This design comes from an exercise in tuning for small area on the open sky130 flow, not from production work.
RTL that was checked went through simulation tests only; none was proved equivalent to the original.
Only the layout flow was run in run 4; the RTL was not checked for function there.
Power figures rest on the tool's default switching activity, not on a simulated workload. The flow treats the clock pin as an ideal source, which a real chip does not have.

$ cat flow/run.sh
#!/bin/bash
# The standard layout (standard.sh), with these changes:
#  * Yosys's ABC technology mapping uses an area-oriented script
#    (flow/abc_area.script) in place of ORFS's speed script; the rest of
#    synthesis, including register mapping, is unchanged.
#  * the port buffers that global placement inserts are buf_1 cells.
#  * CTS clusters more sinks per leaf buffer and inserts no dummy loads.
# standard.sh writes every tool's log under orfs/logs; its own output goes
# to standard.log here.
set -e
cp standard.sh standard_sh_copy.txt
rm -rf scripts_area
cp -r "$FLOW_HOME/scripts" scripts_area
cp flow/abc_area.script scripts_area/abc_speed.script
export SCRIPTS_DIR="$PWD/scripts_area"
export BUFFER_PORTS_ARGS="-buffer_cell sky130_fd_sc_hd__buf_1"
export CTS_ARGS="-sink_clustering_enable -repair_clock_nets -dont_use_dummy_load -sink_clustering_size 32 -sink_clustering_max_diameter 100"
bash standard.sh > standard.log 2>&1
$ cat flow/abc_area.script
&get -n
&st
&dch -f
&nf -a -F 8 -A 8 -R 1000
&put
topo
stime -c
dnsize -c
$ cat standard.sh
#!/bin/bash
# synth_recipe.tcl (not shown) runs the flow's synth.tcl, then flattens the netlist and writes it again
# the make line also repeats each setting of config.mk as NAME=value (left out here)
make -C /OpenROAD-flow-scripts/flow DESIGN_CONFIG=/design/flow/config.mk WORK_HOME=/design/flow/orfs CLKGATE_MAP_FILE= SYNTH_SCRIPT=/design/flow/synth_recipe.tcl "${@:-finish}"
$ cat config.mk
export PLATFORM = sky130hd
export DESIGN_NAME = int_moderator
export DESIGN_NICKNAME = int_moderator
export VERILOG_FILES = /design/flow/design.v
export SDC_FILE = /design/flow/constraint.sdc
export NUM_CORES = 4
export LEC_CHECK = 0
export CAP_MARGIN = 20
export CORE_MARGIN = 2
export CORE_UTILIZATION = 45
export PLACE_DENSITY = 0.6
export SLEW_MARGIN = 20
$ cat constraint.sdc
create_clock -name core_clock -period 5.0 [get_ports {clk}]
set_input_delay 1.0000 -clock core_clock [delete_from_list [all_inputs] [get_ports {clk}]]
set_output_delay 1.0000 -clock core_clock [all_outputs]
set_load 0.01 [all_outputs]
$ cat design.v
module int_moderator #(
  parameter int unsigned COUNT = 16,
  parameter int unsigned CNT_W = 8,
  parameter int unsigned TMR_W = 16
) (
  input  logic               clk,
  input  logic               reset,
  input  logic [COUNT-1:0]   ev_pulse,
  output logic [COUNT-1:0]   int_valid,
  input  logic [COUNT-1:0]   int_ready,
  input  logic               cfg_valid,
  output logic               cfg_ready,
  input  logic [4:0]         cfg_sel,
  input  logic [CNT_W-1:0]   cfg_threshold,
  input  logic [TMR_W-1:0]   cfg_timeout,
  input  logic [TMR_W-1:0]   cfg_holdoff,
  output logic [COUNT-1:0]   ev_overflow,
  input  logic [COUNT-1:0]   ovf_clear
);
  logic [COUNT-1:0] r_valid;
  logic [COUNT-1:0] r_acc;
  logic [COUNT-1:0] r_hold;
  logic [COUNT-1:0] r_ovf;
  logic [CNT_W-1:0] r_cnt     [COUNT];
  logic [TMR_W-1:0] r_tmrn    [COUNT];    
  logic [CNT_W-1:0] r_nthr    [COUNT];    
  logic [TMR_W-1:0] r_timeout [COUNT];
  logic [TMR_W-1:0] r_holdoff [COUNT];
  logic [COUNT-1:0] r_tnz;                  
  logic [COUNT-1:0] r_hnz;                  
  assign cfg_ready   = 1'b1;
  assign int_valid   = r_valid;
  assign ev_overflow = r_ovf;
  logic [CNT_W-1:0] w_cfg_nthr;
  logic [TMR_W-1:0] w_cfg_timeout;
  logic [TMR_W-1:0] w_cfg_holdoff;
  logic             w_cfg_tnz, w_cfg_hnz;
  assign w_cfg_tnz = (w_cfg_timeout != '0);
  assign w_cfg_hnz = (w_cfg_holdoff != '0);
  always_comb begin
    if (reset) begin
      w_cfg_nthr    = '1;
      w_cfg_timeout = '0;
      w_cfg_holdoff = '0;
    end else begin
      w_cfg_nthr    = (cfg_threshold == '0) ? '1 : CNT_W'(-cfg_threshold);
      w_cfg_timeout = cfg_timeout;
      w_cfg_holdoff = cfg_holdoff;
    end
  end
  for (genvar i = 0; i < COUNT; i++) begin : g_src
    logic             ev, idle, ack, zbase, sat, ge, tnz, hnz, tle1, t_is1, tnzero;
    logic             dec_sel, dec_en, go_assert, go_acc, go_hold;
    logic             s_t, s_h, s_d;
    logic [CNT_W-1:0] base, inc;
    logic [CNT_W:0]   cy;
    logic [TMR_W:0]   tog;
    logic [TMR_W-1:0] tmr, dec;
    logic             cfg_we;
    assign ev    = ev_pulse[i];
    assign idle  = ~r_valid[i] & ~r_acc[i] & ~r_hold[i];
    assign ack   = r_valid[i] & int_ready[i];
    assign zbase = idle | ack;
    assign base  = zbase ? '0 : r_cnt[i];
    assign sat   = (base == '1);
    assign inc   = base + CNT_W'(ev & ~sat);
    always_comb begin
      cy[0] = ev;
      for (int k = 0; k < CNT_W; k++)
        cy[k+1] = (base[k] & r_nthr[i][k]) | ((base[k] | r_nthr[i][k]) & cy[k]);
    end
    assign ge = cy[CNT_W];
    assign tmr    = ~r_tmrn[i];
    assign tnz    = r_tnz[i];
    assign hnz    = r_hnz[i];
    assign tle1   = (tmr[TMR_W-1:1] == '0);
    assign t_is1  = tle1 & tmr[0];
    assign tnzero = ~tle1 | tmr[0];
    assign dec_sel = idle | (r_hold[i] & tle1) | (ack & ~hnz);
    assign dec_en = (r_acc[i] & tnz & tnzero) | r_hold[i];
    always_comb begin
      tog[0] = dec_en;
      for (int k = 0; k < TMR_W; k++)
        tog[k+1] = tog[k] & ~tmr[k];
    end
    assign dec = tmr ^ tog[TMR_W-1:0];
    assign s_t = dec_sel;
    assign s_h = ack & hnz;
    assign s_d = ~dec_sel & ~ack;
    always_comb begin
      go_assert = 1'b0;
      go_acc    = 1'b0;
      go_hold   = 1'b0;
      if (dec_sel) begin
        go_assert = ge;
        go_acc    = ~ge & (inc != '0);
      end else if (r_valid[i]) begin
        go_assert = ~ack;
        go_hold   = ack;
      end else if (r_acc[i]) begin
        go_assert = ge | (tnz & t_is1);
        go_acc    = ~go_assert;
      end else begin
        go_hold   = 1'b1;
      end
    end
    assign cfg_we = reset | (cfg_valid & (cfg_sel == 5'(i)));
    always_ff @(posedge clk) begin
      r_tmrn[i] <= ~(({TMR_W{s_t}} & r_timeout[i]) |
                     ({TMR_W{s_h}} & r_holdoff[i]) |
                     ({TMR_W{s_d}} & dec));
      r_cnt[i]  <= inc;
      if (reset) begin
        r_valid[i] <= 1'b0;
        r_acc[i]   <= 1'b0;
        r_hold[i]  <= 1'b0;
        r_ovf[i]   <= 1'b0;
      end else begin
        r_valid[i] <= go_assert;
        r_acc[i]   <= go_acc;
        r_hold[i]  <= go_hold;
        r_ovf[i]   <= (r_ovf[i] & ~ovf_clear[i]) | (ev & sat);
      end
      if (cfg_we) begin
        r_nthr[i]    <= w_cfg_nthr;
        r_timeout[i] <= w_cfg_timeout;
        r_holdoff[i] <= w_cfg_holdoff;
        r_tnz[i]     <= w_cfg_tnz;
        r_hnz[i]     <= w_cfg_hnz;
      end
    end
  end
endmodule
==> run summary, run 1 <==
result of the run=timing/DRC/antenna clean; Die Footprint=98,200 sq um; synthesis warning total=6; Layout Cell Area excl Fill=47,100 sq um; startpoint type of the worst setup path=flip-flop; layout filler cell count=8,275; part of the cycle the worst path needs=93.7%; arrival time worst endpoint=5.21 ns; pre-CTS setup slack=0.357 ns; worst hold stages=1; final total negative setup slack=0 ns; hold path start=r_holdoff[4][15]; relative area change from synthesis to final layout=9.47%; Num CTS Buffers=43; path type of the worst setup path=reg -> reg; Worst Hold End=r_tmrn[4][15]; flop-to-flop setup slack=0.32 ns; worst-case setup margin in the final layout=0.315 ns; horizontal extent of the die=313 um; Crit path top cell by count=ha_1; number of clock sinks=1,120; DP Wirelength=62,400 um; number of antenna violations at the first check in global routing=14; syn avg cell area=13.6 sq um; post-synth net total=3,530; number of distinct standard cells referenced by the synthesized netlist=39; Port-buffer cells=127; headroom to the max-slew limit=31.7%; kind of capture point of the worst setup path=flip-flop; area of the mapped netlist=43,100 sq um; static leakage=16.8 nW; Setup Fix Bufs, Post-CTS=0; Seq cells post-synth=1,120; H-tree lvl count=2; post-layout utilization of the core=49.7%; master cell of the clock root buffer=clkbuf_16; sequential share of the synthesized area=67.7%; die height=313 um; GR Overflow Total=0; vias in the first global route=25.6k; Ports=129; number of enable flip-flop cells after synthesis=672; overall routing resource usage=20.4%; routed wirelength normalized by instance count=21.6 um; PwrDens=481 nW/um^2; data required time at the worst endpoint=5.53 ns; GPL Wtd Cong=0.821; commonest register cell after synthesis=edfxtp_1; origin of the critical flop-to-flop path=r_tmrn[15][14]; slowest stage cell on the critical path=dfxtp_1; Register-to-Register Path Depth=23; placed instance count=4,647; clock latency on the worst-skew pair=0.62 ns; final worst clock skew=0.0455 ns; register cell area after layout=29,100 sq um; total number of nets in the final design=3,795; average via count per standard cell=5.69; clock tree from TritonCTS=built; min cycle time layout=4.68 ns; share of post-route cells with drive strength above 1=5.58%; instance area after placement=46,000 sq um; wire length after detailed routing=101,000 um; Core Rows=113; filler-free cell count of the finished design=4,694; drt drc=0; largest net degree at the start of global routing=43; IR drop worst, VDD=0.000257 V; maximum capacitance violations=0; remaining antenna violation count=0; total number of vias=26.7k; minimum hold slack=0.402 ns; drt initial violations=2,193; area of combinational cells with multiple inputs=14,000 sq um; Buf+Inv Stages, Crit Path=1; worst reg2reg endpoint=r_tmrn[15][15]; core box area=94,900 sq um; buffer levels on the longest clock path=3; Final Hold Viols=0; Mapped Cells=3,162; CTS clk-pin slew, worst paths=0.12 ns; Final Max Tran Viols=0; worst hold path class=reg -> reg; wire length of the first global-routing pass=153,000 um; maximum fanout encountered on the critical timing path=3; maximum clock frequency=213 MHz; Worst-Margin Slew=1.02 ns; post-cts hold buffer count=0; final setup fails=0; ys async rst share=0%; Tot Pwr=22.7 mW; sequence of cells on the critical path=nand4_1, nor4_2, buf_4, nand2_1, a31o_1, ha_1, ha_1, ha_1, ha_1, ha_1, ha_1, ha_1, ha_1, ha_1, ha_1, ha_1, ha_1, ha_1, ha_1, ha_1, xor2_1, nor2_1, a221oi_1; effective utilization at floorplan=45.4%; top cell family by delay on the critical path=adder cells; RSZ-0062 raised after global routing=no; Crit path largest cell delay=0.37 ns; 1st-pass router iterations=8
-- metal layers --
| metal | up-vias | part of all wire [%] | GRT usage, % |
|---|---|---|---|
| met4 | 4 | 2.0 | 4.09 |
| met1 | 13200 | 47 | 30.4 |
| met2 | 642 | 45 | 32.6 |
| met3 | 93 | 5.3 | 2.15 |
| met5 | - | 0.027 | 0 |
| li1 | 12800 | - | - |
-- cell type report --
type / instances / share of cell area (%)
sequential: 1120 / 61.8
antenna: 4 / 0.0212
tap: 1265 / 3.36
timing repair buffer: 221 / 2.54
clock buffer: 43 / 2.28
multi-input combinational: 2001 / 29.7
inverter: 40 / 0.318
-- Yosys cell counts (all sizes together), types with 40 or more instances --
cell type	instances	share of area, %
xor2	76	1.5
nand2	179	1.6
a31oi	51	0.74
nor2b	75	1.1
and2	50	0.73
nor4	74	1.1
clkinv	40	0.35
dfxtp	448	21
nor2	340	3.0
maj3	60	1.4
nor3	80	0.93
a221oi	256	5.2
nand4	68	0.99
a21oi	157	1.8
ha	272	7.9
nand3	110	1.3
edfxtp	672	47
-- power breakdown --
group	leakage (nW)	internal, mW	switching (mW)
clock network	0.530	1.56	2.63
registers	10.3	11.7	0.951
logic	6.04	2.33	3.54
total	16.8	15.5	7.12
-- cell usage in the layout, fill, tap and decap left out, types with 4 or more instances in the layout --
master	instances
or3_1	4
buf_4	93
nand2_2	7
nor2b_2	30
a211o_1	4
a221oi_1	256
clkbuf_16	43
nand2_1	172
a21oi_1	157
xor2_1	76
nand2b_1	4
a311oi_1	10
a31o_1	16
nor3_1	80
and3_1	17
nor4_1	71
clkinv_1	40
nand3_1	110
o21ai_4	6
xnor2_1	38
and2_0	50
maj3_1	60
dfxtp_1	448
nand3b_1	14
ha_1	272
edfxtp_1	672
nor2_1	340
o31ai_1	4
nand4_1	68
diode_2	4
o21ai_1	8
a31oi_1	51
buf_1	126
nor2b_1	43
o32a_1	6
-- sequential cells by signal (all words and copies together), names as in the netlist --
signal     flops
r_acc         16
r_cnt        128
r_hnz         16
r_hold        16
r_holdoff    256
r_nthr       128
r_ovf         16
r_timeout    256
r_tmrn       256
r_tnz         16
r_valid       16
-- how the worst max path moves through the flow --
stage,startpoint,endpoint,cells after the start
floorplan,cfg_sel[4],r_hnz[12],3
global placement,reset,r_tnz[2],6
detailed placement,r_tmrn[11][4],r_tmrn[11][15],22
CTS,r_tmrn[15][14],r_tmrn[15][15],23
global route,r_tmrn[15][14],r_tmrn[15][15],23
finish,r_tmrn[15][14],r_tmrn[15][15],23
-- timing repair --
item | CTS | global route
endpoints found under the setup margin | 0 | 1
endpoints found under the hold margin | 0 | 0
gates resized for setup | 0 | 1
-- logic make-up (layout without fill, tap and decap cells) --
| logic type | count (synthesis) | after routing | share of synthesized area, % |
|---|---|---|---|
| AOI/OAI and AO/OA | 533 | 533 | 9.01 |
| xor gates and xnor gates | 114 | 114 | 2.32 |
| adders and majority gates | 332 | 332 | 9.30 |
| buffers and inverters | 41 | 304 | 0.366 |
| DFF | 1120 | 1120 | 67.7 |
| muxes | 1 | 1 | 0.0232 |
| other | 1 | 5 | 0.00871 |
| and+or+nand+nor | 1020 | 1020 | 11.3 |
-- worst register-to-register path: cells and delay by family (launching register included) --
| family | cells | cell delay [ns] |
|---|---|---|
| fa+ha+maj | 15 | 2.83 |
| simple gates | 4 | 0.63 |
| compound gates | 2 | 0.46 |
| flops | 1 | 0.37 |
| buf+inv | 1 | 0.17 |
| xor+xnor | 1 | 0.15 |
==> run 2: changes to the inputs <==
--- a/flow/run.sh
+++ b/flow/run.sh
@@ -15,4 +15,4 @@
 export SCRIPTS_DIR="$PWD/scripts_area"
 export BUFFER_PORTS_ARGS="-buffer_cell sky130_fd_sc_hd__buf_1"
-export CTS_ARGS="-sink_clustering_enable -repair_clock_nets -dont_use_dummy_load -sink_clustering_size 32 -sink_clustering_max_diameter 100"
+export CTS_ARGS="-sink_clustering_enable -repair_clock_nets -dont_use_dummy_load -sink_clustering_size 29 -sink_clustering_max_diameter 90"
 bash standard.sh > standard.log 2>&1
--- a/config.mk
+++ b/config.mk
@@ -9,4 +9,5 @@
 export CORE_MARGIN = 2
 export CORE_UTILIZATION = 45
+export GPL_TIMING_DRIVEN = 0
 export PLACE_DENSITY = 0.6
 export SLEW_MARGIN = 20
==> run summary, run 2 <==
Register-to-Register Path Depth=22 (-4.3%); path type of the worst setup path=reg -> reg; effective utilization at floorplan=45.4% (unchanged); Final Hold Viols=0 (unchanged); horizontal extent of the die=313 um (unchanged); buffer levels on the longest clock path=3 (unchanged); arrival time worst endpoint=5.26 ns (+0.05 ns); maximum capacitance violations=0 (unchanged); result of the run=timing/DRC/antenna clean; 1st-pass router iterations=5 (-3); Final Max Tran Viols=0 (unchanged); area of combinational cells with multiple inputs=14,200 sq um (+1.8%); hold path start=r_holdoff[9][5]; worst-case setup margin in the final layout=0.253 ns (-0.0618 ns); headroom to the max-slew limit=40.1% (+8.4 points); number of antenna violations at the first check in global routing=8 (-6); met1 Use GR=30.4% (-0.043 points); final worst clock skew=0.0422 ns (-0.00327 ns); number of clock sinks=1,120 (unchanged); H-tree lvl count=2 (unchanged); number of distinct standard cells referenced by the synthesized netlist=39 (unchanged); sequential share of the synthesized area=67.7% (unchanged); post-CTS resize count=0 (unchanged); clock latency on the worst-skew pair=0.64 ns (+0.02 ns); most used cells in the layout excluding fill and tap cells=edfxtp_1 (672), dfxtp_1 (448), nor2_1 (340); vias in the first global route=25.2k (-1.7%); final setup fails=0 (unchanged); Setup Fix Bufs, Post-CTS=0 (unchanged); commonest register cell after synthesis=edfxtp_1; total number of vias=26.5k (-0.74%); Mapped Cells=3,162 (unchanged); startpoint type of the worst setup path=flip-flop; PwrDens=472 nW/um^2 (-1.8%); Ports=129 (unchanged); pre-CTS setup slack=-0.102 ns (-0.459 ns); origin of the critical flop-to-flop path=r_tmrn[13][3]; syn avg cell area=13.6 sq um (unchanged); drt drc=0 (unchanged); flop-to-flop setup slack=0.25 ns (-0.06 ns); static leakage=17.4 nW (+3.3%); met2 track demand over resource=32.1% (-0.50 points); Worst Setup SP=r_tmrn[13][3]; kind of capture point of the worst setup path=flip-flop; Most Used Layer, Global Route=met2; overall routing resource usage=20.4% (-0.043 points); RSZ-0062 raised after global routing=no; minimum hold slack=0.398 ns (-0.00402 ns); routed wirelength normalized by instance count=21.4 um (-0.74%); DP Wirelength=69,900 um (+12%); wire length of the first global-routing pass=152,000 um (-0.72%); largest registers=r_holdoff: 256 flops, r_timeout: 256 flops, r_tmrn: 256 flops; Num CTS Buffers=48 (+12%); final total negative setup slack=0 ns (unchanged); post-cts hold buffer count=0 (unchanged); core box area=94,900 sq um (unchanged); share of post-route cells with drive strength above 1=6.35% (+0.77 points); master cell of the clock root buffer=clkbuf_16; post-synth net total=3,530 (unchanged); register cell area after layout=29,100 sq um (unchanged); remaining antenna violation count=0 (unchanged); clock tree from TritonCTS=built; Core Rows=113 (unchanged); total number of nets in the final design=3,787 (-0.21%); area of the mapped netlist=43,100 sq um (unchanged); maximum fanout encountered on the critical timing path=3 (unchanged); die height=313 um (unchanged); maximum clock frequency=211 MHz (-1.3%); Tot Pwr=22.9 mW (+1.2%); fraction of post-synthesis cell area in the top cell type by area=46.9% (unchanged); synthesis warning total=6 (unchanged); ys async rst share=0% (unchanged); worst hold path class=reg -> reg; CP endpoint=r_tmrn[13][15]; GR Overflow Total=0 (unchanged); leading post-synthesis cells by instance count=edfxtp_1 (672), dfxtp_1 (448), nor2_1 (340), ha_1 (272), a221oi_1 (256); number of enable flip-flop cells after synthesis=672 (unchanged); wire length after detailed routing=100,000 um (-0.95%); count leader, synth=edfxtp_1; largest net degree at the start of global routing=36 (-16%); Seq cells post-synth=1,120 (unchanged); drt initial violations=2,284 (+4.1%); min cycle time layout=4.75 ns (+0.0618 ns); worst reg2reg endpoint=r_tmrn[13][15]; Die Footprint=98,200 sq um (unchanged); data required time at the worst endpoint=5.52 ns (about the same); Port-buffer cells=127 (unchanged); layout filler cell count=8,068 (-2.5%); part of the cycle the worst path needs=94.9% (+1.2 points); most common library cell in the layout ignoring fill and taps=edfxtp_1; global routing usage on met3=2.60% (+0.45 points); GPL Wtd Cong=0.791 (-3.7%); average via count per standard cell=5.66 (-0.53%); Worst-Margin Slew=0.898 ns (-0.123 ns); relative area change from synthesis to final layout=12.9%; largest area contributor in the netlist=edfxtp_1; CTS clk-pin slew, worst paths=0.10 ns (-0.02 ns); IR drop worst, VDD=0.000259 V (+1.1%); Area contributors post-synth=edfxtp_1 (47%), dfxtp_1 (21%), ha_1 (7.9%), a221oi_1 (5.2%), nor2_1 (3.0%)
[run 2: cell types whose count changed in the layout (fill, tap and decap cells not counted), sizes merged]
cell | before | now
diode | 4 | 2
clkbuf | 44 | 48
buf | 220 | 208
[run 2: power by group]
| part | internal [mW] | total [mW] | leakage (nW) | switching (mW) |
|---|---|---|---|---|
| clock network | 1.73 | 4.40 | 0.592 | 2.67 |
| registers | 11.7 | 12.6 | 10.3 | 0.934 |
| logic | 2.41 | 5.96 | 6.53 | 3.56 |
[run 2: final cells by class]
class	instances	area share [%]
Inverter	40	0.309
Antenna cell	2	0.0103
Clock buffer	48	2.47
Tap cell	1265	3.26
Buffer	1	0.0154
Timing Repair Buffer	207	4.71
Sequential cell	1120	59.9
Multi-Input combinational cell	2001	29.3
[run 2: metrics by stage]
stage / instances / util [%] / cell area, sq um
3_3_place_gp: 4554 / 47.6 / 45100
3_5_place_dp: 4634 / 49.9 / 47400
2_1_floorplan: 3162 / - / 43100
6_report: 4684 / 51.3 / 48600
5_1_grt: 4682 / 51.2 / 48600
4_1_cts: 4682 / 51.2 / 48600
[run 2: cell families after synthesis]
kind of cell | synth area share, %
xor gates and xnor gates | 2.32
muxes | 0.0232
buffers and inverters | 0.366
AOI/OAI and AO/OA | 9.01
DFF | 67.7
and+or+nand+nor | 11.3
other | 0.00871
adders and majority gates | 9.30
[run 2: worst min-delay path by stage]
stage | endpoint | slack [ns] | depth (start not counted)
final | r_tmrn[9][5] | 0.40 | 1
after global routing | r_tmrn[9][12] | 0.40 | 1
after CTS | r_tmrn[9][5] | 0.40 | 1
after detailed placement | r_tmrn[10][4] | 0.42 | 1
after global placement | r_tmrn[7][4] | 0.42 | 1
after floorplan | r_tmrn[0][15] | 0.42 | 1
[run 2: worst max-delay path, stage by stage, from the launching register on]
cell	delay, ns
dfxtp_1	0.36
nand4_1	0.17
nor4_1	0.54
nand2_1	0.11
a31o_1	0.25
ha_1	0.21
ha_1	0.20
ha_1	0.18
ha_1	0.19
ha_1	0.20
ha_1	0.19
ha_1	0.18
ha_1	0.18
ha_1	0.21
ha_1	0.19
ha_1	0.18
ha_1	0.18
ha_1	0.18
ha_1	0.18
ha_1	0.19
xor2_1	0.13
nor2_1	0.05
a221oi_1	0.21
[run 2: layer usage]
metal	wire [um]	vias up	share of wire [%]
li1	-	12800	-
met1	47800	13100	48
met2	45200	554	45
met3	5380	110	5.4
met4	1960	6	2.0
met5	28	-	0.028
==> run 3: changes to the inputs <==
--- a/config.mk
+++ b/config.mk
@@ -9,5 +9,4 @@
 export CORE_MARGIN = 2
 export CORE_UTILIZATION = 45
-export GPL_TIMING_DRIVEN = 0
 export PLACE_DENSITY = 0.6
 export SLEW_MARGIN = 20
==> run summary, run 3 <==
share of post-route cells with drive strength above 1=5.77% (-0.58 points); Setup Fix Bufs, Post-CTS=0 (unchanged); Num CTS Buffers=50 (+4.2%); DP Wirelength=62,400 um (-11%); master cell of the clock root buffer=clkbuf_16; final setup fails=0 (unchanged); Crit path largest cell delay=0.36 ns (-0.18 ns); post-synth net total=3,530 (unchanged); kind of capture point of the worst setup path=flip-flop; sequence of cells on the critical path=nand4_1, nor4_2, buf_4, nand2_1, a31o_1, ha_1, ha_1, ha_1, ha_1, ha_1, ha_1, ha_1, ha_1, ha_1, ha_1, ha_1, ha_1, ha_1, ha_1, ha_1, xor2_1, nor2_1, a221oi_1; final worst clock skew=0.0552 ns (+0.0129 ns); worst hold stages=1 (unchanged); final total negative setup slack=0 ns (unchanged); wire length after detailed routing=102,000 um (+1.2%); number of enable flip-flop cells after synthesis=672 (unchanged); fraction of post-synthesis cell area in the top cell type by area=46.9% (unchanged); average via count per standard cell=5.71 (+0.73%); headroom to the max-slew limit=31.0% (-9.1 points); Die Footprint=98,200 sq um (unchanged); hold path start=r_holdoff[7][4]; CTS clk-pin slew, worst paths=0.10 ns (about the same); Worst Setup SP=r_tmrn[15][15]; minimum hold slack=0.407 ns (+0.00863 ns); top cell family by delay on the critical path=adder cells; total number of vias=26.8k (+1.0%); Crit path top cell by count=ha_1; Tot Pwr=23.0 mW (about the same); largest registers=r_holdoff: 256 flops, r_timeout: 256 flops, r_tmrn: 256 flops; core box area=94,900 sq um (unchanged); clock tree from TritonCTS=built; GPL Wtd Cong=0.821 (+3.9%); Area contributors post-synth=edfxtp_1 (47%), dfxtp_1 (21%), ha_1 (7.9%), a221oi_1 (5.2%), nor2_1 (3.0%); layout filler cell count=8,253 (+2.3%); combinational fraction of design power=25.5% (-0.5 points); overall routing resource usage=20.5% (+0.15 points); drt drc=0 (unchanged); critical path depth in cells=23 (+4.5%); clock latency on the worst-skew pair=0.64 ns (about the same); min cycle time layout=4.65 ns (-0.0996 ns); Worst-Margin Slew=1.03 ns (+0.132 ns); 1st-pass router iterations=5 (unchanged); data required time at the worst endpoint=5.54 ns (+0.02 ns); arrival time worst endpoint=5.19 ns (-0.07 ns); relative area change from synthesis to final layout=9.87%; routed wirelength normalized by instance count=21.6 um (+0.90%); Core Rows=113 (unchanged); Mapped Cells=3,162 (unchanged); maximum capacitance violations=0 (unchanged); most used cells in the layout excluding fill and tap cells=edfxtp_1 (672), dfxtp_1 (448), nor2_1 (340); largest net degree at the start of global routing=43 (+19%); PwrDens=485 nW/um^2 (+2.8%); remaining antenna violation count=0 (unchanged); path type of the worst setup path=reg -> reg; placed instance count=4,647 (+0.28%); maximum fanout encountered on the critical timing path=3 (unchanged); Buf+Inv Stages, Crit Path=1 (+1); startpoint type of the worst setup path=flip-flop; H-tree lvl count=2 (unchanged); power share of the clock group=19.5% (+0.3 points); static leakage=16.9 nW (-2.7%); Final Hold Viols=0 (unchanged); switching power as a share of total power=31.3% (+0.075 points); number of clock sinks=1,120 (unchanged); maximum clock frequency=215 MHz (+2.1%); wire length of the first global-routing pass=154,000 um (+0.93%); ys async rst share=0% (unchanged); part of the cycle the worst path needs=92.9% (-2.0 points); number of distinct standard cells referenced by the synthesized netlist=39 (unchanged); commonest register cell after synthesis=edfxtp_1; Port-buffer cells=127 (unchanged); effective utilization at floorplan=45.4% (unchanged); GR Overflow Total=0 (unchanged); sequential share of the synthesized area=67.7% (unchanged); syn avg cell area=13.6 sq um (unchanged); area of the mapped netlist=43,100 sq um (unchanged); number of antenna violations at the first check in global routing=13 (+5); horizontal extent of the die=313 um (unchanged); slowest stage cell on the critical path=dfxtp_1; result of the run=timing/DRC/antenna clean; synthesis warning total=6 (unchanged); drt initial violations=2,366 (+3.6%); leading post-synthesis cells by instance count=edfxtp_1 (672), dfxtp_1 (448), nor2_1 (340), ha_1 (272), a221oi_1 (256); internal power summed over all cells=15.8 mW (about the same); Final Max Tran Viols=0 (unchanged); most common library cell in the layout ignoring fill and taps=edfxtp_1; IR drop worst, VDD=0.000317 V (+22%); Ports=129 (unchanged); total number of nets in the final design=3,802 (+0.40%); Register-to-Register Path Depth=23 (+4.5%); die height=313 um (unchanged); RSZ-0062 raised after global routing=no; origin of the critical flop-to-flop path=r_tmrn[15][15]; count leader, synth=edfxtp_1; vias in the first global route=25.7k (+2.0%); buffer levels on the longest clock path=3 (unchanged); Seq cells post-synth=1,120 (unchanged); filler-free cell count of the finished design=4,699 (+0.32%); switching power total=7.18 mW (+0.30%); sequential share of power=54.9% (about the same); largest area contributor in the netlist=edfxtp_1; worst hold path class=reg -> reg
run 3: cell counts after synthesis:
Identical to the previous run, type by type.
run 3: path summary, 6_finish.rpt:
path,to,slack [ns]
max,r_tmrn[15][15],0.35
max reg2reg,r_tmrn[15][15],0.35
min,r_tmrn[7][4],0.41
min reg2reg,r_tmrn[7][4],0.41
run 3: routing by layer:
layer | wire length [um] | up-vias | track usage (%) | share of wire (%)
li1 | - | 12800 | - | -
met1 | 48200 | 13300 | 30.4 | 47
met2 | 46000 | 641 | 32.6 | 45
met3 | 5130 | 112 | 2.21 | 5.0
met4 | 2270 | 4 | 4.69 | 2.2
met5 | 27 | - | 0 | 0.027
run 3: stage by stage:
| step | utilization, % | setup WS, ns | instance area [sq um] |
|---|---|---|---|
| final | 49.9 | 0.353 | 47300 |
| after global routing | 49.9 | 0.0209 | 47300 |
| after CTS | 49.8 | 0.316 | 47300 |
| after detailed placement | 48.5 | 0.357 | 46000 |
| after global placement | 48.5 | -0.306 | 46000 |
| after floorplan | - | -0.0101 | 43100 |
run 3: power by group through the flow:
stage | registers, mW | logic [mW] | clock network, mW
5_1_grt | 12.8 | 6.72 | 4.92
3_5_place_dp | 12.8 | 5.91 | 0
4_1_cts | 12.6 | 5.92 | 4.63
3_3_place_gp | 12.8 | 5.88 | 0
2_1_floorplan | 12.6 | 4.13 | 0
6_report | 12.6 | 5.87 | 4.49
run 3: area by class of cell:
class,instances,area [sq um],share of cell area [%]
clock buffers,50,1250,2.64
repair buffers,221,1200,2.53
flip-flops and latches,1120,29100,61.6
diodes,2,5.00,0.0106
multi-input cells,2001,14000,29.6
inverters,40,150,0.317
well taps,1265,1580,3.34
run 3: cell families (layout without fill, tap and decap cells):
kind of cell | Yosys count | after routing | share of synthesized area (%)
and+or+nand+nor | 1020 | 1020 | 11.3
muxes | 1 | 1 | 0.0232
adders and majority gates | 332 | 332 | 9.30
AOI/OAI and AO/OA | 533 | 533 | 9.01
xor gates and xnor gates | 114 | 114 | 2.32
other | 1 | 3 | 0.00871
DFF | 1120 | 1120 | 67.7
buffers and inverters | 41 | 311 | 0.366
run 3: repair_timing:
item | CTS | global route
gates resized for setup | 0 | 1
hold buffers | 0 | 0
endpoints found under the setup margin | 0 | 1
==> run 4: changes to the inputs <==
--- a/design.v
+++ b/design.v
@@ -19,5 +19,4 @@
 );
   logic [COUNT-1:0] r_valid;
-  logic [COUNT-1:0] r_acc;
   logic [COUNT-1:0] r_hold;
   logic [COUNT-1:0] r_ovf;
@@ -27,6 +26,6 @@
   logic [TMR_W-1:0] r_timeout [COUNT];
   logic [TMR_W-1:0] r_holdoff [COUNT];
-  logic [COUNT-1:0] r_tnz;                  
-  logic [COUNT-1:0] r_hnz;                  
+  logic [COUNT-1:0] r_tnz;                
+  logic [COUNT-1:0] r_hnz;                
   assign cfg_ready   = 1'b1;
   assign int_valid   = r_valid;
@@ -36,6 +35,4 @@
   logic [TMR_W-1:0] w_cfg_holdoff;
   logic             w_cfg_tnz, w_cfg_hnz;
-  assign w_cfg_tnz = (w_cfg_timeout != '0);
-  assign w_cfg_hnz = (w_cfg_holdoff != '0);
   always_comb begin
     if (reset) begin
@@ -49,7 +46,9 @@
     end
   end
+  assign w_cfg_tnz = (w_cfg_timeout != '0);
+  assign w_cfg_hnz = (w_cfg_holdoff != '0);
   for (genvar i = 0; i < COUNT; i++) begin : g_src
-    logic             ev, idle, ack, zbase, sat, ge, tnz, hnz, tle1, t_is1, tnzero;
-    logic             dec_sel, dec_en, go_assert, go_acc, go_hold;
+    logic             ev, nz, idle, accum, ack, zbase, sat, ge, tnz, hnz;
+    logic             tle1, t_is1, tnzero, dec_sel, dec_en, go_assert, go_hold;
     logic             s_t, s_h, s_d;
     logic [CNT_W-1:0] base, inc;
@@ -58,8 +57,10 @@
     logic [TMR_W-1:0] tmr, dec;
     logic             cfg_we;
-    assign ev    = ev_pulse[i];
-    assign idle  = ~r_valid[i] & ~r_acc[i] & ~r_hold[i];
+    assign ev    = ev_pulse[i] & ~reset;
+    assign nz    = (r_cnt[i] != '0);
+    assign idle  = ~r_valid[i] & ~r_hold[i] & ~nz;
+    assign accum = ~r_valid[i] & ~r_hold[i] & nz;
     assign ack   = r_valid[i] & int_ready[i];
-    assign zbase = idle | ack;
+    assign zbase = idle | ack | reset;
     assign base  = zbase ? '0 : r_cnt[i];
     assign sat   = (base == '1);
@@ -78,5 +79,5 @@
     assign tnzero = ~tle1 | tmr[0];
     assign dec_sel = idle | (r_hold[i] & tle1) | (ack & ~hnz);
-    assign dec_en = (r_acc[i] & tnz & tnzero) | r_hold[i];
+    assign dec_en = (accum & tnz & tnzero) | r_hold[i];
     always_comb begin
       tog[0] = dec_en;
@@ -90,17 +91,14 @@
     always_comb begin
       go_assert = 1'b0;
-      go_acc    = 1'b0;
       go_hold   = 1'b0;
       if (dec_sel) begin
         go_assert = ge;
-        go_acc    = ~ge & (inc != '0);
       end else if (r_valid[i]) begin
         go_assert = ~ack;
         go_hold   = ack;
-      end else if (r_acc[i]) begin
+      end else if (r_hold[i]) begin
+        go_hold   = 1'b1;
+      end else begin
         go_assert = ge | (tnz & t_is1);
-        go_acc    = ~go_assert;
-      end else begin
-        go_hold   = 1'b1;
       end
     end
@@ -113,10 +111,8 @@
       if (reset) begin
         r_valid[i] <= 1'b0;
-        r_acc[i]   <= 1'b0;
         r_hold[i]  <= 1'b0;
         r_ovf[i]   <= 1'b0;
       end else begin
         r_valid[i] <= go_assert;
-        r_acc[i]   <= go_acc;
         r_hold[i]  <= go_hold;
         r_ovf[i]   <= (r_ovf[i] & ~ovf_clear[i]) | (ev & sat);
==> run summary, run 4 <==
result of the run=timing/DRC/antenna clean; largest registers=r_holdoff: 256 flops, r_timeout: 256 flops, r_tmrn: 256 flops; relative area change from synthesis to final layout=9.97% (about the same); horizontal extent of the die=312 um (-0.54%); largest net degree at the start of global routing=51 (+19%); post-CTS resize count=0 (unchanged); total number of nets in the final design=3,762 (-1.1%); power share of the clock group=26.2% (+6.7 points); leading post-synthesis cells by instance count=edfxtp_1 (672), dfxtp_1 (432), nor2_1 (332), ha_1 (271), a221oi_1 (257); IR drop worst, VDD=0.000233 V (-27%); Port-buffer cells=127 (unchanged); Mapped Cells=3,131 (-0.98%); maximum fanout encountered on the critical timing path=3 (unchanged); static leakage=16.8 nW (-0.81%); filler-free cell count of the finished design=4,650 (-1.0%); switching power as a share of total power=23.2% (-8.0 points); H-tree lvl count=2 (unchanged); sequential share of power=65.7% (+11 points); DP Wirelength=64,200 um (+2.8%); number of clock sinks=1,104 (-1.4%); largest area contributor in the netlist=edfxtp_1; Tot Pwr=16.5 mW (-28%); part of the cycle the worst path needs=92.8% (-0.094 points); commonest register cell after synthesis=edfxtp_1; Layout Cell Area excl Fill=46,800 sq um (-1.0%); CTS clk-pin slew, worst paths=0.11 ns (about the same); area of the mapped netlist=42,600 sq um (-1.1%); sequential share of the synthesized area=67.7% (about the same); count leader, synth=edfxtp_1; most used cells in the layout excluding fill and tap cells=edfxtp_1 (672), dfxtp_1 (432), nor2_1 (332); layout filler cell count=8,044 (-2.5%); drt initial violations=2,511 (+6.1%); arrival time worst endpoint=5.17 ns (-0.02 ns); total number of vias=27.2k (+1.3%); remaining antenna violation count=0 (unchanged); wire length of the first global-routing pass=155,000 um (+1.1%); Ports=129 (unchanged); minimum hold slack=0.417 ns (+0.0107 ns); Area contributors post-synth=edfxtp_1 (47%), dfxtp_1 (20%), ha_1 (8.0%), a221oi_1 (5.3%), nor2_1 (2.9%); clock tree from TritonCTS=built; RSZ-0062 raised after global routing=no; data required time at the worst endpoint=5.53 ns (about the same); final worst clock skew=0.0570 ns (+0.00188 ns); switching power total=3.83 mW (-47%); core box area=93,600 sq um (-1.3%); post-layout utilization of the core=50.0% (+0.17 points); register cell area after layout=28,800 sq um (-1.1%); final total negative setup slack=0 ns (unchanged); kind of capture point of the worst setup path=flip-flop; effective utilization at floorplan=45.5% (+0.11 points); min cycle time layout=4.64 ns (-0.00469 ns); worst hold path class=reg -> reg; 1st-pass router iterations=5 (unchanged); number of distinct standard cells referenced by the synthesized netlist=42 (+7.7%); post-cts hold buffer count=0 (unchanged); internal power summed over all cells=12.6 mW (-20%); maximum clock frequency=215 MHz (+0.10%); ys async rst share=0% (unchanged); startpoint type of the worst setup path=flip-flop; GPL Wtd Cong=0.845 (+2.8%); area of combinational cells with multiple inputs=13,900 sq um (-0.29%); clock latency on the worst-skew pair=0.64 ns (about the same); drt drc=0 (unchanged); combinational fraction of design power=8.2% (-17 points); routed wirelength normalized by instance count=22.1 um (+2.2%); worst-case setup margin in the final layout=0.358 ns (+0.00469 ns); Die Footprint=97,100 sq um (-1.1%); fraction of post-synthesis cell area in the top cell type by area=47.4% (+0.52 points); path type of the worst setup path=reg -> reg; Core Rows=112 (-0.88%); final setup fails=0 (unchanged); Worst-Margin Slew=1.16 ns (+0.128 ns); share of post-route cells with drive strength above 1=5.98% (+0.21 points); master cell of the clock root buffer=clkbuf_16; wire length after detailed routing=103,000 um (+1.2%); maximum capacitance violations=0 (unchanged); buffer levels on the longest clock path=3 (unchanged); Num CTS Buffers=47 (-6.0%); vias in the first global route=26.4k (+2.9%); GR Overflow Total=0 (unchanged); Final Hold Viols=0 (unchanged); Final Max Tran Viols=0 (unchanged); average via count per standard cell=5.84 (+2.4%); Setup Fix Bufs, Post-CTS=0 (unchanged); PwrDens=352 nW/um^2 (-28%); placed instance count=4,600 (-1.0%); number of antenna violations at the first check in global routing=10 (-3); synthesis warning total=6 (unchanged); number of enable flip-flop cells after synthesis=672 (unchanged); die height=312 um (-0.54%); instance area after placement=45,600 sq um (-0.87%); headroom to the max-slew limit=22.8% (-8.3 points); syn avg cell area=13.6 sq um (-0.12%); overall routing resource usage=20.8% (+0.32 points); pre-CTS setup slack=0.329 ns (-0.0281 ns); most common library cell in the layout ignoring fill and taps=edfxtp_1; Seq cells post-synth=1,104 (-1.4%); post-synth net total=3,498 (-0.91%)
## run 4: changes by cell type after synthesis, moves of 10 or more
cell      delta
xor2_1      -27
maj3_1      -26
o21ai_0     +22
nand3_1     -20
nand4_1     +18
dfxtp_1     -16
a31o_1      -15
a41o_1      +15
a31oi_1     +12
nand2b_1    +12
a211oi_1    +11
clkinv_1    -11
nor3b_1     +11
o311a_1     +10
## run 4: power groups by stage
stage                     logic [mW]  clock network [mW]  registers [mW]
after floorplan                0.804                   0            10.9
after global placement          1.31                   0            11.0
after detailed placement        1.35                   0            11.0
after CTS                       1.36                4.43            10.8
after global routing            1.51                4.73            10.9
final                           1.34                4.31            10.8
## run 4: path summary, 6_finish.rpt
kind | startpoint | endpoint | slack, ns | cells past startpoint
max | r_tmrn[14][7] | r_tmrn[14][15] | 0.36 | 23
min | r_holdoff[14][13] | r_tmrn[14][13] | 0.42 | 1
max reg2reg | r_tmrn[14][7] | r_tmrn[14][15] | 0.36 | 23
min reg2reg | r_holdoff[14][13] | r_tmrn[14][13] | 0.42 | 1
## run 4: critical path: stages (launching register included)
cell	delay, ns
dfxtp_1	0.36
nand4_1	0.12
nor4_1	0.42
buf_4	0.19
nand2_1	0.05
a41o_1	0.24
ha_1	0.18
ha_1	0.18
ha_1	0.18
ha_1	0.19
ha_1	0.19
ha_1	0.18
ha_1	0.19
ha_1	0.18
ha_1	0.18
ha_1	0.19
ha_1	0.19
ha_1	0.18
ha_1	0.18
ha_1	0.18
ha_1	0.19
xor2_1	0.13
nor2_1	0.05
a221oi_1	0.21
## run 4: final cells by class
type                            instances  share of cell area, %
Multi-Input combinational cell       1997                   29.8
Tap cell                             1254                   3.35
Inverter                               29                  0.232
Clock buffer                           47                   2.51
Antenna cell                            3                 0.0160
Timing Repair Buffer                  216                   2.59
Sequential cell                      1104                   61.5
## run 4: layer usage
| layer | global-route usage, % | wire length, um |
|---|---|---|
| met2 | 33.1 | 46400 |
| met1 | 30.4 | 48400 |
| met4 | 5.21 | 2370 |
| met3 | 2.66 | 5680 |
| met5 | 0 | 46 |
## run 4: cell families after synthesis
logic type / after synthesis / share of synthesized area (%)
flops: 1104 / 67.7
xor+xnor: 92 / 1.89
buf+inv: 30 / 0.273
simple gates: 1012 / 11.4
other cells: 1 / 0.00880
compound gates: 587 / 9.97
fa+ha+maj: 305 / 8.76
==> run 5: changes to the inputs <==
--- a/design.v
+++ b/design.v
@@ -21,5 +21,5 @@
   logic [COUNT-1:0] r_hold;
   logic [COUNT-1:0] r_ovf;
-  logic [CNT_W-1:0] r_cnt     [COUNT];
+  logic [CNT_W-1:0] r_cntn    [COUNT];    
   logic [TMR_W-1:0] r_tmrn    [COUNT];    
   logic [CNT_W-1:0] r_nthr    [COUNT];    
@@ -58,10 +58,12 @@
     logic             cfg_we;
     assign ev    = ev_pulse[i] & ~reset;
-    assign nz    = (r_cnt[i] != '0);
+    logic [CNT_W-1:0] cnt;
+    assign cnt   = ~r_cntn[i];
+    assign nz    = (cnt != '0);
     assign idle  = ~r_valid[i] & ~r_hold[i] & ~nz;
     assign accum = ~r_valid[i] & ~r_hold[i] & nz;
     assign ack   = r_valid[i] & int_ready[i];
     assign zbase = idle | ack | reset;
-    assign base  = zbase ? '0 : r_cnt[i];
+    assign base  = zbase ? '0 : cnt;
     assign sat   = (base == '1);
     assign inc   = base + CNT_W'(ev & ~sat);
@@ -108,5 +110,5 @@
                      ({TMR_W{s_h}} & r_holdoff[i]) |
                      ({TMR_W{s_d}} & dec));
-      r_cnt[i]  <= inc;
+      r_cntn[i] <= ~inc;
       if (reset) begin
         r_valid[i] <= 1'b0;
==> run summary, run 5 <==
share of post-route cells with drive strength above 1=5.39% (-0.60 points); leading post-synthesis cells by instance count=edfxtp_1 (672), nor2_1 (448), dfxtp_1 (432), ha_1 (273), a221oi_1 (256); static leakage=16.7 nW (-0.55%); Num CTS Buffers=48 (+2.1%); Seq cells post-synth=1,104 (unchanged); Buf+Inv Stages, Crit Path=0 (-1); Die Footprint=96,800 sq um (-0.33%); IR drop worst, VDD=0.000256 V (+10%); instance area after placement=45,200 sq um (-0.85%); Core Rows=112 (unchanged); remaining antenna violation count=0 (unchanged); syn avg cell area=13.6 sq um (+0.18%); largest registers=r_holdoff: 256 flops, r_timeout: 256 flops, r_tmrn: 256 flops; fraction of post-synthesis cell area in the top cell type by area=47.5% (+0.16 points); total number of nets in the final design=3,731 (-0.82%); min cycle time layout=4.68 ns (+0.0363 ns); final setup fails=0 (unchanged); origin of the critical flop-to-flop path=r_tmrn[2][7]; Layout Cell Area excl Fill=46,500 sq um (-0.70%); Final Max Tran Viols=0 (unchanged); maximum fanout encountered on the critical timing path=3 (unchanged); most common library cell in the layout ignoring fill and taps=edfxtp_1; Final Hold Viols=0 (unchanged); largest area contributor in the netlist=edfxtp_1; Port-buffer cells=127 (unchanged); H-tree lvl count=2 (unchanged); GR Overflow Total=0 (unchanged); area of the mapped netlist=42,500 sq um (-0.33%); minimum hold slack=0.405 ns (-0.0126 ns); die height=311 um (-0.17%); total number of vias=26.5k (-2.5%); Ports=129 (unchanged); headroom to the max-slew limit=28.7% (+5.9 points); path type of the worst setup path=reg -> reg; slowest stage cell on the critical path=nor4_1; post-synth net total=3,484 (-0.40%); clock tree from TritonCTS=built; RSZ-0062 raised after global routing=no; kind of capture point of the worst setup path=flip-flop; hold path start=r_holdoff[3][0]; most used cells in the layout excluding fill and tap cells=edfxtp_1 (672), nor2_1 (448), dfxtp_1 (432); wire length of the first global-routing pass=154,000 um (-1.2%); number of antenna violations at the first check in global routing=9 (-1); buffer levels on the longest clock path=3 (unchanged); layout filler cell count=7,925 (-1.5%); relative area change from synthesis to final layout=9.57%; startpoint type of the worst setup path=flip-flop; Crit path largest cell delay=0.62 ns (+0.20 ns); overall routing resource usage=20.7% (-0.19 points); final worst clock skew=0.0555 ns (-0.00150 ns); 1st-pass router iterations=5 (unchanged); synthesis warning total=6 (unchanged); wire length after detailed routing=102,000 um (-0.81%); drt drc=0 (unchanged); DP Wirelength=62,600 um (-2.6%); average via count per standard cell=5.73 (-1.9%); effective utilization at floorplan=45.4% (-0.083 points); clock latency on the worst-skew pair=0.65 ns (about the same); core box area=93,500 sq um (-0.15%); sequence of cells on the critical path=nand4_1, nor4_1, a21oi_1, or2_0, ha_1, ha_1, ha_1, ha_1, ha_1, ha_1, ha_1, ha_1, ha_1, ha_1, ha_1, ha_1, ha_1, ha_1, ha_1, xor2_1, nor2_1, a221oi_1; worst hold path class=reg -> reg; PwrDens=355 nW/um^2 (+1.1%); count leader, synth=edfxtp_1; arrival time worst endpoint=5.20 ns (+0.03 ns); part of the cycle the worst path needs=93.6% (+0.73 points); sequential share of the synthesized area=67.9% (+0.23 points); Crit path top cell by count=ha_1; horizontal extent of the die=311 um (-0.17%); routed wirelength normalized by instance count=22.1 um (-0.12%); top cell family by delay on the critical path=adder cells; CTS clk-pin slew, worst paths=0.11 ns (about the same); Worst Setup SP=r_tmrn[2][7]; vias in the first global route=26.1k (-1.4%); GPL Wtd Cong=0.834 (-1.2%); ys async rst share=0% (unchanged); number of clock sinks=1,104 (unchanged); Area contributors post-synth=edfxtp_1 (48%), dfxtp_1 (20%), ha_1 (8.0%), a221oi_1 (5.3%), nor2_1 (4.0%); master cell of the clock root buffer=clkbuf_16; maximum clock frequency=214 MHz (-0.78%); maximum capacitance violations=0 (unchanged); number of enable flip-flop cells after synthesis=672 (unchanged); drt initial violations=2,203 (-12%); post-cts hold buffer count=0 (unchanged); Worst-Margin Slew=1.07 ns (-0.0926 ns); result of the run=timing/DRC/antenna clean; data required time at the worst endpoint=5.52 ns (about the same); commonest register cell after synthesis=edfxtp_1; number of distinct standard cells referenced by the synthesized netlist=36 (-14%); largest net degree at the start of global routing=56 (+9.8%); Mapped Cells=3,115 (-0.51%)
-- run 5: kinds of logic (layout without fill, tap and decap cells) --
group                    count (synthesis)  after routing  synth area share [%]
buffers and inverters                   50            295                 0.451
flip-flops                            1104           1104                  67.9
AND/OR/NAND/NOR                       1003           1003                  11.1
XOR/XNOR                               110            110                  2.27
adder cells (fa/ha/maj)                339            339                  9.60
other                                    1              5               0.00883
multiplexers                             3              3                0.0707
AO/OA/AOI/OAI                          505            505                  8.59
-- run 5: area by class of cell --
cell class | instances | area (sq um) | area share [%]
antenna | 4 | 10.0 | 0.0215
clock buffer | 48 | 1200 | 2.58
inverter | 49 | 184 | 0.395
multi-input combinational | 1961 | 13700 | 29.4
sequential | 1104 | 28800 | 62.0
tap | 1254 | 1570 | 3.37
timing repair buffer | 198 | 1050 | 2.26
-- run 5: power by group --
group,switching [mW],leakage (nW),internal (mW)
clock,2.66,0.592,1.73
combinational,0.852,5.96,0.465
sequential,0.342,10.1,10.5
total,3.85,16.7,12.7
-- run 5: what timing repair did --
action / 4_1_cts / 5_1_grt
gates resized for setup: 0 / 5
hold endpoints to repair: 0 / 0
setup buffers: 0 / 0
endpoints found under the setup margin: 0 / 5
-- run 5: path summary, 6_finish.rpt --
kind                   end  slack [ns]  depth (start not counted)
max          r_tmrn[2][15]        0.32                         22
min           r_tmrn[3][0]        0.40                          1
max reg2reg  r_tmrn[2][15]        0.32                         22
min reg2reg   r_tmrn[3][0]        0.40                          1
-- run 5: stage by stage --
| stage | cells | setup WS, ns | utilization [%] | TNS, ns | total power [mW] |
|---|---|---|---|---|---|
| floorplan | 3115 | -0.0101 | - | -1.69 | 11.7 |
| global placement | 4566 | 0.337 | 48.4 | 0 | 12.3 |
| detailed placement | 4566 | 0.231 | 48.4 | 0 | 12.4 |
| CTS | 4614 | 0.184 | 49.7 | 0 | 16.7 |
| global route | 4614 | 0.0121 | 49.8 | 0 | 17.2 |
| finish | 4618 | 0.321 | 49.8 | 0 | 16.5 |
-- run 5: routing by layer --
layer  share of wire [%]  track usage [%]
met1                  46             29.4
met2                  45             33.2
met3                 6.0             3.31
met4                 2.3             4.92
met5               0.046                0
==> run 6: changes to the inputs <==
--- a/flow/run.sh
+++ b/flow/run.sh
@@ -15,4 +15,4 @@
 export SCRIPTS_DIR="$PWD/scripts_area"
 export BUFFER_PORTS_ARGS="-buffer_cell sky130_fd_sc_hd__buf_1"
-export CTS_ARGS="-sink_clustering_enable -repair_clock_nets -dont_use_dummy_load -sink_clustering_size 29 -sink_clustering_max_diameter 90"
+export CTS_ARGS="-sink_clustering_enable -repair_clock_nets -dont_use_dummy_load -sink_clustering_size 29 -sink_clustering_max_diameter 130"
 bash standard.sh > standard.log 2>&1
==> run summary, run 6 <==
leading post-synthesis cells by instance count=edfxtp_1 (672), nor2_1 (448), dfxtp_1 (432), ha_1 (273), a221oi_1 (256); drt initial violations=2,281 (+3.5%); final total negative setup slack=0 ns (unchanged); multiplexer share of the synthesized area=0.0707% (unchanged); post-layout utilization of the core=49.7% (-0.11 points); average via count per standard cell=5.74 (about the same); minimum hold slack=0.344 ns (-0.0611 ns); final setup fails=0 (unchanged); wire length after detailed routing=102,000 um (about the same); area fraction in compound gates after synthesis=8.59% (unchanged); routed wirelength normalized by instance count=22.1 um (+0.15%); number of antenna violations at the first check in global routing=11 (+2); Mapped Cells=3,115 (unchanged); result of the run=timing/DRC/antenna clean; Worst Setup SP=r_tmrn[2][3]; min cycle time layout=4.70 ns (+0.0211 ns); Post-Synth XOR/XNOR Area=2.27% (unchanged); die height=311 um (unchanged); dominant combinational cell family by area after synthesis=simple AND/OR/NAND/NOR gates; Die Footprint=96,800 sq um (unchanged); Worst-Margin Slew=1.06 ns (-0.00315 ns); wire length of the first global-routing pass=154,000 um (about the same); maximum fanout encountered on the critical timing path=3 (unchanged); remaining antenna violation count=0 (unchanged); most common library cell in the layout ignoring fill and taps=edfxtp_1; 1st-pass router iterations=5 (unchanged); H-tree lvl count=2 (unchanged); horizontal extent of the die=311 um (unchanged); pre-CTS setup slack=0.231 ns (unchanged); origin of the critical flop-to-flop path=r_tmrn[2][3]; startpoint type of the worst setup path=flip-flop; buffer levels on the longest clock path=3 (unchanged); area of the mapped netlist=42,500 sq um (unchanged); RSZ-0062 raised after global routing=no; total number of vias=26.5k (-0.079%); maximum capacitance violations=0 (unchanged); Final Hold Viols=0 (unchanged); path type of the worst setup path=reg -> reg; largest area contributor in the netlist=edfxtp_1; placed instance count=4,566 (unchanged); arrival time worst endpoint=5.21 ns (about the same); headroom to the max-slew limit=28.9% (+0.21 points); Ports=129 (unchanged); CP endpoint=r_tmrn[2][15]; Layout Cell Area excl Fill=46,400 sq um (-0.23%); share of post-route cells with drive strength above 1=5.27% (-0.11 points); static leakage=16.6 nW (-0.30%); DP Wirelength=62,600 um (unchanged); IR drop worst, VDD=0.000216 V (-16%); effective utilization at floorplan=45.4% (unchanged); post-cts hold buffer count=0 (unchanged); number of enable flip-flop cells after synthesis=672 (unchanged); Area contributors post-synth=edfxtp_1 (48%), dfxtp_1 (20%), ha_1 (8.0%), a221oi_1 (5.3%), nor2_1 (4.0%); worst-case setup margin in the final layout=0.300 ns (-0.0211 ns); Register-to-Register Path Depth=22 (unchanged); adder and majority cell fraction of the synthesized area=9.60% (unchanged); post-synth net total=3,484 (unchanged); count leader, synth=edfxtp_1; Seq cells post-synth=1,104 (unchanged); worst hold path class=reg -> reg; relative area change from synthesis to final layout=9.32%; fraction of post-synthesis cell area in the top cell type by area=47.5% (unchanged); Num CTS Buffers=44 (-8.3%); clock latency on the worst-skew pair=0.62 ns (-0.03 ns); core box area=93,500 sq um (unchanged); simple-gate portion of the synthesized area=11.1% (unchanged); largest registers=r_holdoff: 256 flops, r_timeout: 256 flops, r_tmrn: 256 flops; kind of capture point of the worst setup path=flip-flop; Tot Pwr=16.4 mW (-1.0%); filler-free cell count of the finished design=4,612 (-0.13%); maximum clock frequency=213 MHz (-0.45%); commonest register cell after synthesis=edfxtp_1; instance area after placement=45,200 sq um (unchanged); worst reg2reg endpoint=r_tmrn[2][15]; master cell of the clock root buffer=clkbuf_16; most used cells in the layout excluding fill and tap cells=edfxtp_1 (672), nor2_1 (448), dfxtp_1 (432); final worst clock skew=0.0772 ns (+0.0217 ns); synthesis warning total=6 (unchanged); CTS clk-pin slew, worst paths=0.11 ns (about the same); number of distinct standard cells referenced by the synthesized netlist=36 (unchanged); Port-buffer cells=127 (unchanged); vias in the first global route=26.0k (-0.23%); number of clock sinks=1,104 (unchanged); clock tree from TritonCTS=built; largest net degree at the start of global routing=56 (unchanged); data required time at the worst endpoint=5.51 ns (about the same); hold path start=r_holdoff[1][2]; Core Rows=112 (unchanged); part of the cycle the worst path needs=94.0% (+0.42 points); sequential share of the synthesized area=67.9% (unchanged); overall routing resource usage=20.7% (about the same); GR Overflow Total=0 (unchanged); PwrDens=353 nW/um^2 (-0.77%); ys async rst share=0% (unchanged); syn avg cell area=13.6 sq um (unchanged); Final Max Tran Viols=0 (unchanged); flop-to-flop setup slack=0.30 ns (-0.02 ns); drt drc=0 (unchanged); total number of nets in the final design=3,727 (-0.11%); GPL Wtd Cong=0.834 (unchanged)
==> run 6: cell types whose count changed in the layout (fill, tap and decap cells not counted), sizes merged <==
cell    delta
clkbuf     -4
diode      -2
==> run 6: worst min-delay path by stage <==
stage                          to  slack (ns)  cells past startpoint
floorplan           r_tmrn[0][15]        0.42                      1
global placement     r_tmrn[0][2]        0.42                      1
detailed placement  r_tmrn[7][11]        0.42                      1
CTS                  r_tmrn[1][2]        0.35                      1
global route         r_tmrn[1][2]        0.37                      1
finish               r_tmrn[1][2]        0.34                      1
==> run 6: area by class of cell <==
type                            count  area, sq um
Fill cell                        7933        47100
Timing Repair Buffer              198         1050
Multi-Input combinational cell   1961        13700
Sequential cell                  1104        28800
Clock buffer                       44         1100
Inverter                           49          184
Tap cell                         1254         1570
Antenna cell                        2         5.00
==> run 6: layer usage <==
metal  GRT usage [%]  part of all wire [%]  up-vias
met5               0                 0.046        -
met2            33.2                    45      692
met4            4.73                   2.2        8
li1                -                     -    12500
met1            29.4                    46    13200
met3            3.43                   5.9      135
==> run 6: cell families (layout without fill, tap and decap cells) <==
logic type | Yosys count | in the layout
flops | 1104 | 1104
buf+inv | 50 | 291
xor+xnor | 110 | 110
compound gates | 505 | 505
fa+ha+maj | 339 | 339
simple gates | 1003 | 1003
mux | 3 | 3
other cells | 1 | 3
==> run 6: what timing repair did <==
item	CTS	global route
resized for setup	0	5
endpoints found under the setup margin	0	6
setup buffers	0	0
==> run 6: critical path, stage by stage (launching register included) <==
cell      delay (ns)
dfxtp_1         0.36
nand4_1         0.11
nor4_1          0.61
a21oi_1         0.15
or2_0           0.23
ha_1            0.19
ha_1            0.18
ha_1            0.19
ha_1            0.18
ha_1            0.18
ha_1            0.18
ha_1            0.18
ha_1            0.18
ha_1            0.17
ha_1            0.18
ha_1            0.18
ha_1            0.18
ha_1            0.19
ha_1            0.19
ha_1            0.19
xor2_1          0.13
nor2_1          0.05
a221oi_1        0.23
==> run 6: where the power goes <==
group	total (mW)	internal, mW	switching (mW)	leakage, nW
clock network	4.22	1.59	2.63	0.542
registers	10.8	10.5	0.343	10.1
logic	1.32	0.465	0.851	5.96
total	16.4	12.5	3.82	16.6
==> run 7: changes to the inputs <==
--- a/design.v
+++ b/design.v
@@ -49,5 +49,5 @@
   assign w_cfg_hnz = (w_cfg_holdoff != '0);
   for (genvar i = 0; i < COUNT; i++) begin : g_src
-    logic             ev, nz, idle, accum, ack, zbase, sat, ge, tnz, hnz;
+    logic             ev, nz, idle, ack, zbase, sat, inc_en, ge, tnz, hnz;
     logic             tle1, t_is1, tnzero, dec_sel, dec_en, go_assert, go_hold;
     logic             s_t, s_h, s_d;
@@ -62,10 +62,10 @@
     assign nz    = (cnt != '0);
     assign idle  = ~r_valid[i] & ~r_hold[i] & ~nz;
-    assign accum = ~r_valid[i] & ~r_hold[i] & nz;
     assign ack   = r_valid[i] & int_ready[i];
-    assign zbase = idle | ack | reset;
+    assign zbase = ack | reset;             
     assign base  = zbase ? '0 : cnt;
     assign sat   = (base == '1);
-    assign inc   = base + CNT_W'(ev & ~sat);
+    assign inc_en = ev & ~sat;
+    assign inc   = base + CNT_W'(inc_en);
     always_comb begin
       cy[0] = ev;
@@ -81,5 +81,5 @@
     assign tnzero = ~tle1 | tmr[0];
     assign dec_sel = idle | (r_hold[i] & tle1) | (ack & ~hnz);
-    assign dec_en = (accum & tnz & tnzero) | r_hold[i];
+    assign dec_en = ~r_valid[i] & ((tnz & tnzero) | r_hold[i]);
     always_comb begin
       tog[0] = dec_en;
==> run summary, run 7 <==
pre-CTS setup slack=0.313 ns (+0.0813 ns); Seq cells post-synth=1,104 (unchanged); clock latency on the worst-skew pair=0.64 ns (+0.02 ns); DP Wirelength=61,100 um (-2.4%); startpoint type of the worst setup path=flip-flop; Worst Hold End=r_tmrn[1][3]; Buf+Inv Stages, Crit Path=0 (unchanged); maximum capacitance violations=0 (unchanged); area of the mapped netlist=42,300 sq um (-0.43%); number of clock sinks=1,104 (unchanged); final worst clock skew=0.0721 ns (-0.00513 ns); Crit path top cell by count=ha_1; syn avg cell area=13.7 sq um (+0.28%); worst hold stages=1 (unchanged); top cell family by delay on the critical path=adder cells; drt initial violations=2,444 (+7.1%); final total negative setup slack=0 ns (unchanged); number of enable flip-flop cells after synthesis=672 (unchanged); Final Max Tran Viols=0 (unchanged); Area contributors post-synth=edfxtp_1 (48%), dfxtp_1 (20%), ha_1 (8.1%), a221oi_1 (5.3%), nor2_1 (4.0%); largest area contributor in the netlist=edfxtp_1; wire length after detailed routing=100,000 um (-2.0%); part of the cycle the worst path needs=93.6% (-0.40 points); post-synth net total=3,462 (-0.63%); core box area=93,200 sq um (-0.30%); buffer levels on the longest clock path=3 (unchanged); Register-to-Register Path Depth=23 (+4.5%); remaining antenna violation count=0 (unchanged); most common library cell in the layout ignoring fill and taps=edfxtp_1; final setup fails=0 (unchanged); CTS clk-pin slew, worst paths=0.11 ns (about the same); share of post-route cells with drive strength above 1=5.39% (+0.11 points); data required time at the worst endpoint=5.54 ns (+0.03 ns); master cell of the clock root buffer=clkbuf_16; Final Hold Viols=0 (unchanged); Mapped Cells=3,093 (-0.71%); wire length of the first global-routing pass=151,000 um (-1.6%); minimum hold slack=0.343 ns (-0.000338 ns); leading post-synthesis cells by instance count=edfxtp_1 (672), nor2_1 (455), dfxtp_1 (432), ha_1 (273), a221oi_1 (256); Ports=129 (unchanged); clock tree from TritonCTS=built; sequential share of the synthesized area=68.2% (+0.29 points); GPL Wtd Cong=0.831 (-0.36%); kind of capture point of the worst setup path=flip-flop; worst hold path class=reg -> reg; maximum fanout encountered on the critical timing path=3 (unchanged); overall routing resource usage=20.3% (-0.32 points); drt drc=0 (unchanged); ys async rst share=0% (unchanged); slowest stage cell on the critical path=nor4_1; GR Overflow Total=0 (unchanged); flop-to-flop setup slack=0.32 ns (+0.02 ns); 1st-pass router iterations=7 (+2); min cycle time layout=4.68 ns (-0.0199 ns); worst reg2reg endpoint=r_tmrn[14][15]; commonest register cell after synthesis=edfxtp_1; post-CTS resize count=0 (unchanged); number of distinct standard cells referenced by the synthesized netlist=34 (-5.6%); worst-case setup margin in the final layout=0.320 ns (+0.0199 ns); hold path start=r_timeout[1][3]; most used cells in the layout excluding fill and tap cells=edfxtp_1 (672), nor2_1 (455), dfxtp_1 (432); Setup Fix Bufs, Post-CTS=0 (unchanged); synthesis warning total=6 (unchanged); Worst-Margin Slew=1.05 ns (-0.00941 ns); Port-buffer cells=127 (unchanged); die height=311 um (-0.21%); Die Footprint=96,400 sq um (-0.42%); origin of the critical flop-to-flop path=r_tmrn[14][2]; horizontal extent of the die=311 um (-0.21%); largest net degree at the start of global routing=43 (-23%); vias in the first global route=25.5k (-2.0%); routed wirelength normalized by instance count=21.7 um (-1.8%); headroom to the max-slew limit=29.5% (+0.61 points); effective utilization at floorplan=45.4% (-0.058 points); post-cts hold buffer count=0 (unchanged); PwrDens=381 nW/um^2 (+8.0%); static leakage=16.7 nW (+0.60%); post-layout utilization of the core=49.7% (+0.057 points); RSZ-0062 raised after global routing=no; maximum clock frequency=214 MHz (+0.43%); Core Rows=112 (unchanged); number of antenna violations at the first check in global routing=13 (+2); Crit path largest cell delay=0.61 ns (about the same); path type of the worst setup path=reg -> reg; total number of nets in the final design=3,712 (-0.40%); largest registers=r_holdoff: 256 flops, r_timeout: 256 flops, r_tmrn: 256 flops; average via count per standard cell=5.69 (-0.86%); sequence of cells on the critical path=nand4_1, nor4_1, nand2_1, a21oi_1, nor2_1, ha_1, ha_1, ha_1, ha_1, ha_1, ha_1, ha_1, ha_1, ha_1, ha_1, ha_1, ha_1, ha_1, ha_1, ha_1, xor2_1, nor2_1, a221oi_1; count leader, synth=edfxtp_1; relative area change from synthesis to final layout=9.58%; Num CTS Buffers=44 (unchanged); fraction of post-synthesis cell area in the top cell type by area=47.7% (+0.20 points); H-tree lvl count=2 (unchanged); IR drop worst, VDD=0.000226 V (+4.8%); result of the run=timing/DRC/antenna clean; arrival time worst endpoint=5.22 ns (about the same); total number of vias=26.2k (-1.1%)
## run 7: layer usage
metal / wire [um] / vias to the layer above / global-route usage (%)
met1: 46800 / 12900 / 30.3
met4: 2130 / 2 / 5.11
met5: 10 / - / 0
met3: 6400 / 98 / 2.39
li1: - / 12400 / -
met2: 44600 / 791 / 31.7
## run 7: how the worst max path moves through the flow
stage	end	start	slack, ns	cells past startpoint
after floorplan	r_hnz[12]	cfg_sel[4]	-0.01	3
after global placement	r_tmrn[4][15]	r_tmrn[4][8]	0.43	24
after detailed placement	r_tmrn[13][15]	r_tmrn[13][1]	0.31	23
after CTS	r_tmrn[13][15]	r_tmrn[13][1]	0.25	23
after global routing	r_tmrn[14][15]	r_tmrn[14][4]	0.00008	23
final	r_tmrn[14][15]	r_tmrn[14][2]	0.32	23
## run 7: kinds of logic (layout without fill, tap and decap cells)
group,count (synthesis),in the layout,share of synthesized area [%]
compound gates,482,482,8.27
xor+xnor,111,111,2.30
fa+ha+maj,336,336,9.57
buf+inv,49,297,0.444
flops,1104,1104,68.2
mux,3,3,0.0710
other cells,1,9,0.00887
simple gates,1007,1007,11.1
## run 7: cell type report
class                           count  area, sq um
Sequential cell                  1104        28800
Tap cell                         1254         1570
Antenna cell                        8         20.0
Multi-Input combinational cell   1940        13500
Clock buffer                       44         1100
Timing Repair Buffer              205         1120
Fill cell                        7856        46900
Inverter                           48          180
## run 7: report_power, final
| part | internal [mW] | switching (mW) |
|---|---|---|
| sequential | 10.8 | 0.518 |
| clock | 1.59 | 2.61 |
| combinational | 0.848 | 1.30 |
| total | 13.2 | 4.43 |
## run 7: per-stage QoR
| step | std cells | power [mW] | cell area, sq um |
|---|---|---|---|
| detailed placement | 4548 | 13.6 | 45100 |
| floorplan | 3093 | 12.8 | 42300 |
| CTS | 4592 | 17.7 | 46200 |
| finish | 4603 | 17.6 | 46300 |
| global route | 4595 | 18.5 | 46300 |
| global placement | 4548 | 13.5 | 45100 |
## run 7: worst reg2reg max path, cell delays in order (launching register included)
cell	delay, ns
dfxtp_1	0.36
nand4_1	0.15
nor4_1	0.61
nand2_1	0.12
a21oi_1	0.16
nor2_1	0.06
ha_1	0.19
ha_1	0.18
ha_1	0.18
ha_1	0.18
ha_1	0.19
ha_1	0.19
ha_1	0.18
ha_1	0.17
ha_1	0.18
ha_1	0.18
ha_1	0.18
ha_1	0.18
ha_1	0.18
ha_1	0.19
ha_1	0.19
xor2_1	0.12
nor2_1	0.05
a221oi_1	0.23

## static timing again, ports no longer ideal
In the flow no input, the clock included, has a driving cell. The finished layouts below were timed again as built, in two steps.
Step 1 assumes that a clkbuf_16 drives the clock port and a buf_2 every other input.
Step 2, shift: input delay + t, output delay - t, t = (earliest + latest rising clock arrival at the registers) / 2. This alone moves slack from input paths to output paths.
Three values: ideal, step 1, step 2; two values: the first two.
run	t, ns	setup slack, ns	clock arrival spread, ns
run 1	0.665	0.315 / 0.315 / 0.315	0.047 / 0.047
run 2	0.679	0.253 / 0.253 / 0.215	0.063 / 0.063
run 3	0.675	0.353 / 0.353 / 0.353	0.061 / 0.061
run 4	0.672	0.358 / 0.358 / 0.358	0.057 / 0.057
run 5	0.683	0.321 / 0.321 / 0.321	0.062 / 0.062
run 6	0.651	0.300 / 0.300 / 0.300	0.080 / 0.080
run 7	0.667	0.320 / 0.320 / 0.320	0.074 / 0.074
After both steps every run listed still meets setup and hold. The setup slack of run 2, which loses most, moves by 0.000 ns with the drivers and by -0.038 ns with both steps.
